Source: an optimization exercise on an open RTL-to-GDS flow (aim: small area). Production flows keep margins and buffers that such runs may drop. The RTL was checked by simulation tests, not by an equivalence proof against the original design. Power figures rest on the tool's default switching activity, not on a simulated workload.

==> flow/design.v <==
package fir_pkg;
    localparam int FIR_FILTER_SIZE = 172;
    localparam int FIR_COEFF_W     = 16;
    localparam int FIR_HALF_TAPS   = FIR_FILTER_SIZE / 2;
    localparam int FIR_PTR_W       = $clog2(FIR_HALF_TAPS);
    typedef enum logic [1:0] {
        IDLE  = 2'd0,
        LOAD  = 2'd1,
        FULL  = 2'd2,
        CHECK = 2'd3
    } fir_state_t;
endpackage
module fir_coeff_bank #(
    parameter  int N  = fir_pkg::FIR_HALF_TAPS,
    parameter  int W  = fir_pkg::FIR_COEFF_W
) (
    input  logic            clk,
    input  logic            reset,
    input  logic            sh_en,
    input  logic            sh_hold,
    input  logic [W-1:0]    din,
    input  logic            cp_en,
    input  logic            cp_hold,
    input  logic            bank_valid,
    output logic [N*W-1:0]  bank
);
    logic [N*W-1:0] shadow_n;
    logic [N*W-1:0] shadow_in;
    logic [N*W-1:0] active_n;
    logic           show;
    assign shadow_in = {~din, shadow_n[N*W-1:W]};
    always_ff @(posedge clk) begin
        shadow_n <= (shadow_in & {(N*W){sh_en}}) | (shadow_n & {(N*W){sh_hold}});
    end
    always_ff @(posedge clk) begin
        active_n <= (shadow_n & {(N*W){cp_en}}) | (active_n & {(N*W){cp_hold}});
    end
    assign show = bank_valid & ~reset;
    assign bank = ~active_n & {(N*W){show}};
endmodule
module fir_coeff_loader #(
    parameter  int FILTER_SIZE = fir_pkg::FIR_FILTER_SIZE,
    parameter  int COEFF_W     = fir_pkg::FIR_COEFF_W,
    localparam int HALF_TAPS   = FILTER_SIZE / 2
) (
    input  logic                      clk,
    input  logic                      reset,
    input  logic                      load_start,
    input  logic [COEFF_W-1:0]        coeff_in,
    input  logic                      coeff_valid,
    output logic                      coeff_ready,
    input  logic                      commit,
    output logic [HALF_TAPS*COEFF_W-1:0] coeff_bank,
    output logic                      coeff_update,
    output logic                      bank_full,
    output logic                      load_err
);
    logic       st_load;
    logic       st_full;
    logic [6:0] ptr;
    localparam logic [6:0] PTR_FIRST = 7'd1;
    localparam logic [6:0] PTR_LAST  = 7'b1101100;
    logic last_word;
    logic do_commit;
    logic go_load;
    logic sh_en;
    logic bank_valid;
    assign coeff_ready = st_load;
    assign bank_full   = st_full;
    assign last_word   = (ptr == PTR_LAST);
    assign do_commit   = st_full & commit;
    assign go_load     = load_start & ~do_commit;
    always_ff @(posedge clk or posedge reset) begin
        if (reset) begin
            st_load      <= 1'b0;
            st_full      <= 1'b0;
            coeff_update <= 1'b0;
            load_err     <= 1'b0;
            bank_valid   <= 1'b0;
        end else begin
            st_load      <= go_load | (st_load & ~(coeff_valid & last_word));
            st_full      <= (st_load & ~load_start & coeff_valid & last_word) |
                            (st_full & ~commit & ~load_start);
            coeff_update <= do_commit;
            load_err     <= st_load & load_start;
            bank_valid   <= bank_valid | do_commit;
        end
    end
    always_ff @(posedge clk) begin
        if (load_start) begin
            ptr <= PTR_FIRST;
        end else if (coeff_valid) begin
            ptr <= {ptr[5:0], ptr[6] ^ ptr[5]};
        end
    end
    assign sh_en = coeff_valid & ~st_full;
    fir_coeff_bank #(
        .N (HALF_TAPS),
        .W (COEFF_W)
    ) u_bank (
        .clk     (clk),
        .reset   (reset),
        .sh_en   (sh_en),
        .sh_hold (~sh_en),
        .din     (coeff_in),
        .cp_en   (do_commit),
        .cp_hold (~do_commit),
        .bank_valid (bank_valid),
        .bank    (coeff_bank)
    );
endmodule
clock: 5.0 ns
lec_check: 0
cap_margin: 20
core_area: 5 5 405 405
die_area: 0 0 410 410
place_density: 0.72
slew_margin: 20
synth_hierarchical: 1
buffer_ports_args: -buffer_cell sky130_fd_sc_hd__buf_1
cts_args: -sink_clustering_enable -repair_clock_nets -dont_use_dummy_load -buf_list {sky130_fd_sc_hd__clkbuf_8} -sink_clustering_size 18 -sink_clustering_max_diameter 40
standard.sh (not shown) runs the stock make flow with config.mk's settings and CLKGATE_MAP_FILE= SYNTH_SCRIPT=/design/flow/synth_recipe.tcl, a recipe that flattens the netlist after the stock synthesis.
==> flow/flow/run.sh <==
#!/bin/bash
# Own layout flow: the standard ORFS flow (standard.sh) with
#  - the port buffers taken from the smallest buffer, sky130_fd_sc_hd__buf_1
#    (repair may still resize them), instead of the one buffer_ports picks;
#  - clock tree synthesis settings from flow/cts_args.txt (no dummy loads).
# Each tool's output goes to a log file of its own in this folder; ORFS keeps its
# per-step logs under orfs/logs/.
set -euo pipefail
cd "$(dirname "$0")/.."
{
  echo "export BUFFER_PORTS_ARGS = -buffer_cell sky130_fd_sc_hd__buf_1"
  echo "export CTS_ARGS = $(cat flow/cts_args.txt)"
} >> config.mk
bash standard.sh finish > standard_flow.log 2>&1
==> flow/flow/cts_args.txt <==
-sink_clustering_enable -repair_clock_nets -dont_use_dummy_load -buf_list {sky130_fd_sc_hd__clkbuf_8} -sink_clustering_size 18 -sink_clustering_max_diameter 40
Then changed:
--- a/flow/design.v
+++ b/flow/design.v
@@ -22,20 +22,19 @@
     input  logic            cp_en,
     input  logic            cp_hold,
-    input  logic            bank_valid,
     output logic [N*W-1:0]  bank
 );
-    logic [N*W-1:0] shadow_n;
+    logic [N*W-1:0] shadow;
     logic [N*W-1:0] shadow_in;
-    logic [N*W-1:0] active_n;
-    logic           show;
-    assign shadow_in = {~din, shadow_n[N*W-1:W]};
+    assign shadow_in = {din, shadow[N*W-1:W]};
     always_ff @(posedge clk) begin
-        shadow_n <= (shadow_in & {(N*W){sh_en}}) | (shadow_n & {(N*W){sh_hold}});
+        shadow <= (shadow_in & {(N*W){sh_en}}) | (shadow & {(N*W){sh_hold}});
     end
-    always_ff @(posedge clk) begin
-        active_n <= (shadow_n & {(N*W){cp_en}}) | (active_n & {(N*W){cp_hold}});
+    always_ff @(posedge clk or posedge reset) begin
+        if (reset) begin
+            bank <= '0;
+        end else begin
+            bank <= (shadow & {(N*W){cp_en}}) | (bank & {(N*W){cp_hold}});
+        end
     end
-    assign show = bank_valid & ~reset;
-    assign bank = ~active_n & {(N*W){show}};
 endmodule
 module fir_coeff_loader #(
@@ -65,5 +64,4 @@
     logic go_load;
     logic sh_en;
-    logic bank_valid;
     assign coeff_ready = st_load;
     assign bank_full   = st_full;
@@ -77,5 +75,4 @@
             coeff_update <= 1'b0;
             load_err     <= 1'b0;
-            bank_valid   <= 1'b0;
         end else begin
             st_load      <= go_load | (st_load & ~(coeff_valid & last_word));
@@ -84,5 +81,4 @@
             coeff_update <= do_commit;
             load_err     <= st_load & load_start;
-            bank_valid   <= bank_valid | do_commit;
         end
     end
@@ -106,5 +102,4 @@
         .cp_en   (do_commit),
         .cp_hold (~do_commit),
-        .bank_valid (bank_valid),
         .bank    (coeff_bank)
     );
After rerunning: First-iteration DRC count drops by 9.7%. Cell area grows by 1.6%. Clock skew is about the same. Sequential power hardly moves. Wire length went down by 0.42%. Clock power came out higher by about 3%. Sequential share of layout area rises by 6.0 points. Core utilization rose by 1.0 points.

[afterwards: timing with drivers on the ports]
The results above use ideal ports. As a check the final layouts listed here were re-extracted and re-timed, cells and wires unchanged.
Step 1 assumes that a clkbuf_16 drives the clock port and a buf_2 every other input.
Step 2, shift: input delay + t, output delay - t, t = (earliest + latest rising clock arrival at the registers) / 2. This alone moves slack from input paths to output paths.
a / b / c = ideal ports / drivers / drivers and shift; a / b = the first two.
run	shift t [ns]	slack for setup (ns)	pins driven straight from the clock port
the first run	1.036	0.574 / 0.553 / 0.553	1
the second run	1.086	2.023 / 1.938 / 1.270	1
After both steps every run listed still meets setup and hold. For the second run, which loses most, drivers alone change the setup slack by -0.085 ns; drivers and shift together by -0.753 ns.
